What follows belongs to an exercise in optimizing a design on an open flow for small area; a production flow would make more cautious choices. In this exercise RTL edits were held to simulation tests only and were not proved equivalent to the original.

`design/flow/constraint.sdc`:
```
create_clock -name core_clock -period 25.0 [get_ports {clk}]
set_input_delay 5.0000 -clock core_clock [delete_from_list [all_inputs] [get_ports {clk}]]
set_output_delay 5.0000 -clock core_clock [all_outputs]
set_load 0.01 [all_outputs]
```
`design/flow/config.mk`:
```
export PLATFORM = sky130hd
export DESIGN_NAME = mdc_top
export DESIGN_NICKNAME = mdc_top
export VERILOG_FILES = /design/flow/design.v
export SDC_FILE = /design/flow/constraint.sdc
export NUM_CORES = 8
export LEC_CHECK = 0
export CAP_MARGIN = 20
export CORE_MARGIN = 2
export CORE_UTILIZATION = 40
export SETUP_SLACK_MARGIN = 1.0
export SLEW_MARGIN = 20
```
`design/flow/run.sh`:
```
#!/bin/bash
# synth_recipe.tcl (not shown) runs the flow's synth.tcl, then flattens the netlist and writes it again
# the make line also repeats each setting of config.mk as NAME=value (left out here)
make -C /OpenROAD-flow-scripts/flow DESIGN_CONFIG=/design/flow/config.mk WORK_HOME=/design/flow/orfs CLKGATE_MAP_FILE= SYNTH_SCRIPT=/design/flow/synth_recipe.tcl finish
```
`design/flow/design.v`:
```
module mdc_top (
    input  logic         clk,
    input  logic         rst_n,
    input  logic         in_valid,
    input  logic [14:0]  in_data,
    input  logic [8:0]   in_mode,
    output logic         out_valid,
    output logic [206:0] out_data
);
    logic [3:0]  syn15, syn9;
    logic [14:0] fix15;
    logic [8:0]  fix9;
    logic [10:0] din;
    logic [4:0]  mdec;
    always_comb begin
        syn15 = '0;
        for (int p = 1; p <= 15; p++) if (in_data[15-p]) syn15 = syn15 ^ 4'(p);
        fix15 = in_data;
        for (int p = 1; p <= 15; p++) if (syn15 == 4'(p)) fix15[15-p] = ~in_data[15-p];
        din = {fix15[12], fix15[10:8], fix15[6:0]};
        syn9 = '0;
        for (int p = 1; p <= 9; p++) if (in_mode[9-p]) syn9 = syn9 ^ 4'(p);
        fix9 = in_mode;
        for (int p = 1; p <= 9; p++) if (syn9 == 4'(p)) fix9[9-p] = ~in_mode[9-p];
        mdec = {fix9[6], fix9[4:2], fix9[0]};
    end
    logic        busy;
    logic [4:0]  c;
    logic        sel3;
    logic signed [10:0] m [16];
    logic signed [21:0] mn [5];
    always_ff @(posedge clk or negedge rst_n) begin
        if (!rst_n) begin
            busy <= 1'b0; c <= '0; out_valid <= 1'b0;
        end else begin
            out_valid <= 1'b0;
            if (!busy) begin
                if (in_valid) begin busy <= 1'b1; c <= 5'd1; end
            end else begin
                c <= c + 5'd1;
                if (c == 5'd27) begin busy <= 1'b0; out_valid <= 1'b1; end
            end
        end
    end
    always_ff @(posedge clk) begin
        if (!busy && in_valid) sel3 <= (mdec == 5'b00110);
    end
    wire [4:0] wi = busy ? c : 5'd0;
    always_ff @(posedge clk) begin
        if (in_valid && wi < 16) m[wi[3:0]] <= din;
    end
    logic signed [10:0] a1, b1, a2, b2, cf;
    logic signed [21:0] bm;
    logic        big;
    logic [3:0]  s;
    logic [2:0]  mi;
    logic [1:0]  kb; logic [1:0] tj;
    always_comb begin
        a1 = '0; b1 = '0; a2 = '0; b2 = '0; cf = '0; bm = '0; big = 1'b0;
        s = 4'(c - 5'd16); mi = 3'(c - 5'd10);
        kb = 2'((c - 5'd15) / 3); tj = 2'((c - 5'd15) % 3);
        if (!sel3) begin
            a1 = m[4*(s/3) + s%3];     b1 = m[4*(s/3) + s%3 + 5];
            a2 = m[4*(s/3) + s%3 + 1]; b2 = m[4*(s/3) + s%3 + 4];
        end else if (c >= 10 && c <= 14) begin
            case (mi)
                3'd0: begin a1 = m[4]; b1 = m[9];  a2 = m[5]; b2 = m[8];  end
                3'd1: begin a1 = m[4]; b1 = m[10]; a2 = m[6]; b2 = m[8];  end
                3'd2: begin a1 = m[5]; b1 = m[10]; a2 = m[6]; b2 = m[9];  end
                3'd3: begin a1 = m[5]; b1 = m[11]; a2 = m[7]; b2 = m[9];  end
                default: begin a1 = m[6]; b1 = m[11]; a2 = m[7]; b2 = m[10]; end
            endcase
        end else begin
            big = 1'b1;
            cf = m[(kb[1] ? 12 : 0) + kb[0] + tj];
            case ({kb[0], tj})
                3'b000: bm = mn[2];  
                3'b001: bm = mn[1];  
                3'b010: bm = mn[0];  
                3'b100: bm = mn[4];  
                3'b101: bm = mn[3];  
                default: bm = mn[2];  
            endcase
        end
    end
    logic signed [33:0] prod;
    logic signed [21:0] d2;
    always_comb begin
        d2 = 22'(a1 * b1) - 22'(a2 * b2);
        prod = 34'(cf) * 34'(bm);
        if (tj == 2'd1) prod = -prod;
    end
    always_ff @(posedge clk) begin
        if (sel3 && busy && c >= 10 && c <= 14) mn[mi] <= d2;
    end
    logic signed [33:0] acc;
    wire  signed [33:0] accn = acc + prod;
    always_ff @(posedge clk) begin
        if (busy) begin
            if (!sel3) begin
                if (c >= 16 && c <= 24) out_data[206 - 23*s -: 23] <= {d2[21], d2};
            end else if (c >= 15 && c <= 26) begin
                if (tj == 2'd0) acc <= prod; else acc <= acc + prod;
                if (tj == 2'd2) out_data[203 - 51*kb -: 51] <= {{17{accn[33]}}, accn};
                out_data[206:204] <= 3'b000;
            end
        end
    end
endmodule
```
==> run summary <==
[synthesized netlist by cell type, types with 73 or more instances]
| cell type | number | area [µm²] |
|---|---|---|
| or2_2 | 84 | 525.5 |
| mux4_2 | 151 | 3401 |
| nor3_1 | 112 | 560.5 |
| nor2b_1 | 75 | 469.2 |
| nand2_1 | 958 | 3596 |
| nand3_1 | 108 | 540.5 |
| xnor2_1 | 132 | 1156 |
| a22oi_1 | 77 | 578.1 |
| clkbuf_1 | 374 | 1404 |
| a31oi_1 | 99 | 619.3 |
| a21o_1 | 79 | 593.1 |
| nor2_1 | 626 | 2350 |
| o21ai_0 | 279 | 1396 |
| a221oi_1 | 97 | 849.6 |
| fa_1 | 489 | 9789 |
| mux2i_1 | 119 | 1191 |
| and2_1 | 73 | 456.7 |
| ha_1 | 241 | 3015 |
| edfxtp_1 | 528 | 15860 |
| a211oi_1 | 111 | 833.3 |
| inv_1 | 581 | 2181 |
| a21oi_1 | 648 | 3243 |
[state kept, by name, summed over array words and instances, names as in the netlist]
name / count
acc: 34
busy: 1
c: 5
m: 176
mn: 110
out_data: 207
out_valid: 1
sel3: 1
[stage by stage]
step	util	std cells	instance area [µm²]	hold slack [ps]
after CTS	0.4504	9124	69380	625.8
after detailed placement	0.4359	9004	67150	611.2
after floorplan	-	6970	61980	531.1
after global placement	0.4356	9002	67100	611.4
final	0.4513	9133	69520	625.4
after global routing	0.4512	9129	69510	658.2
[layout make-up]
class                   instances  area (µm²)
inverters                     588        2217
clock buffers                  84        1762
well taps                    2044        2557
clock inverters                36       464.2
repair buffers                452        3988
diodes                          4       10.01
multi-input cells            5390       42490
flip-flops and latches        535       16030
fillers                     14970       84520
[layer usage]
layer / vias to the layer above / share of wire / global-route usage
li1: 25030 / - / -
met1: 29740 / 0.40 / 0.4912
met2: 4241 / 0.41 / 0.5057
met3: 781 / 0.13 / 0.1269
met4: 20 / 0.050 / 0.1484
met5: - / 0.00061 / 0.002119
[worst max-delay path, delay by kind of cell (launching register included)]
family / cells / cell delay (ps)
buf+inv: 8 / 2480
fa+ha+maj: 12 / 5480
mux: 4 / 1460
xor+xnor: 5 / 1480
compound gates: 20 / 5310
simple gates: 9 / 1570
flops: 1 / 930
[cells in the final DEF, fill, tap and decap left out, types with 119 or more instances in the layout]
cell type,synthesis,routed
clkdlybuf4s50_1,0,234
mux4_2,151,151
fa_1,489,489
o21ai_0,279,270
ha_1,241,234
inv_1,581,578
buf_4,8,213
a21oi_1,648,645
edfxtp_1,528,528
nand2_1,958,958
nor2_1,626,595
xnor2_1,132,119
[path summary, 6_finish.rpt]
path | to | slack (ps) | start
worst max-delay path | out_data[11] | 5930 | c[0]
worst min-delay path | out_data[206] | 630 | out_data[206]
worst max register to register | out_data[11] | 5930 | c[0]
worst min register to register | out_data[206] | 630 | out_data[206]
max in group asynchronous | c[0] | 19950 | rst_n
min in group asynchronous | out_valid | 4630 | rst_n
[cells by family (layout without fill, tap and decap cells)]
| kind of cell | count (synthesis) | in the layout | synth area share |
|---|---|---|---|
| AOI/OAI and AO/OA | 1923 | 1923 | 0.2021 |
| xor gates and xnor gates | 189 | 189 | 0.02764 |
| adders and majority gates | 730 | 730 | 0.2066 |
| buffers and inverters | 1045 | 1160 | 0.06494 |
| DFF | 535 | 535 | 0.2586 |
| muxes | 299 | 299 | 0.07935 |
| other | 0 | 4 | 0 |
| and+or+nand+nor | 2249 | 2249 | 0.1607 |
==> impl_metrics.json <==
{
  "grt_pass1_vias": 56950,
  "cts_tree": "done",
  "yosysUniqueCellTypes": 109,
  "clkTransAtPathRegs_ps": 60,
  "hold_path_depth": 2,
  "rsz0062_at_grt": "false",
  "drcViolationCount": 0,
  "cts_buffer_depth": 3,
  "cts.sinks": 535,
  "synth-edff-count": 528,
  "syn_to_final_growth_pct": 12.17,
  "routedWlPerCell_um": 31.59,
  "worstSetupEndpointType": "flop",
  "drt_iter0_drc": 9685,
  "crit_arrival_ps": 19520,
  "core-area_um2": 154000,
  "antenna_found_initial": 17,
  "r2r_cells": 58,
  "critPathRequiredTime_ps": 25450,
  "drv_cap": 0,
  "grt_pass1_wl_mm": 412.2,
  "ys.flop_type": "edfxtp_1",
  "holdBufCountCts": 0,
  "cpMostUsedCell": "ha_1",
  "die_area_um2": 158100,
  "hold_viol_final": 0,
  "post-route-period-util": 0.7628,
  "via_per_inst": 6.549,
  "timing.final.max_slew_violations": 0,
  "clk_latency_ps": 720,
  "crit_fanout": 62,
  "grt_usage": 0.3569,
  "postSynthAreaPerCell_um2": 8.892,
  "ys_ff_latch": 535,
  "postRouteAntennaNets": 0,
  "start_kind": "flop",
  "layout-drive-gt1-share": 0.1013,
  "die_h_um": 397.6,
  "io_buffers": 234,
  "first_pass_iters": 10,
  "fin_skew_ps": 68.24,
  "gp_congestion": 1.083,
  "period_minus_slack_ps": 19070,
  "slew_headroom": 0.1090,
  "route.vias.total": 59810,
  "nets": 7792,
  "syn_area_um2": 61980,
  "overflow": 0,
  "layout_setup_ws_ps": 5929,
  "grt_max_degree": 156,
  "cts_setup_buffers": 0,
  "setup_viol": 0,
  "initial_core_util": 0.4023,
  "drt_wl_total_mm": 288.6,
  "path_class": "flop to flop",
  "synthCells": 6970,
  "ys_warn_count": 1,
  "dp_hpwl_mm": 214.2,
  "cts-htree-levels": 3,
  "num_rows": 144,
  "numCtsBuffers": 68,
  "outcome": "complete, no violations",
  "worst_slew_pin_slew_ps": 1325,
  "ctsRootBufferMaster": "clkbuf_16",
  "holdCritPathClass": "flop to flop",
  "synth_nets": 7727,
  "cts_resized": 0,
  "die_x_um": 397.6,
  "pre_cts_ws_ps": 6159,
  "critPathMaxStageDelay_ps": 930,
  "synth.yosys.seq_area_share": 0.2586,
  "max_freq_mhz": 52.44,
  "async_reset_ff_frac": 0.01308,
  "pin_count": 235,
  "tns_ps": 0,
  "critPathSlowestCell": "dfrtp_4"
}

==> separate check: timing with driven ports <==
No port has a modelled driver above. Below, the same layout with a new extraction and two added sets of constraints. Step 1: set_driving_cell puts a clkbuf_16 on clk and a buf_2 on each other input, an assumption about the parent block. Step 2 also shifts input and output timing later by t, the mid clock arrival at the registers, as if the neighbouring blocks saw the same clock. a / b / c = no drivers / after step 1 / after step 2; a / b = the first two.
t (ns): 0.772
setup WS [ns]: 5.929 / 5.929 / 5.929
pins driven straight from the clock port: 1
After both steps setup and hold are still met in this run. For this run, drivers alone change the setup slack by 0.000 ns; drivers and shift together by 0.000 ns.
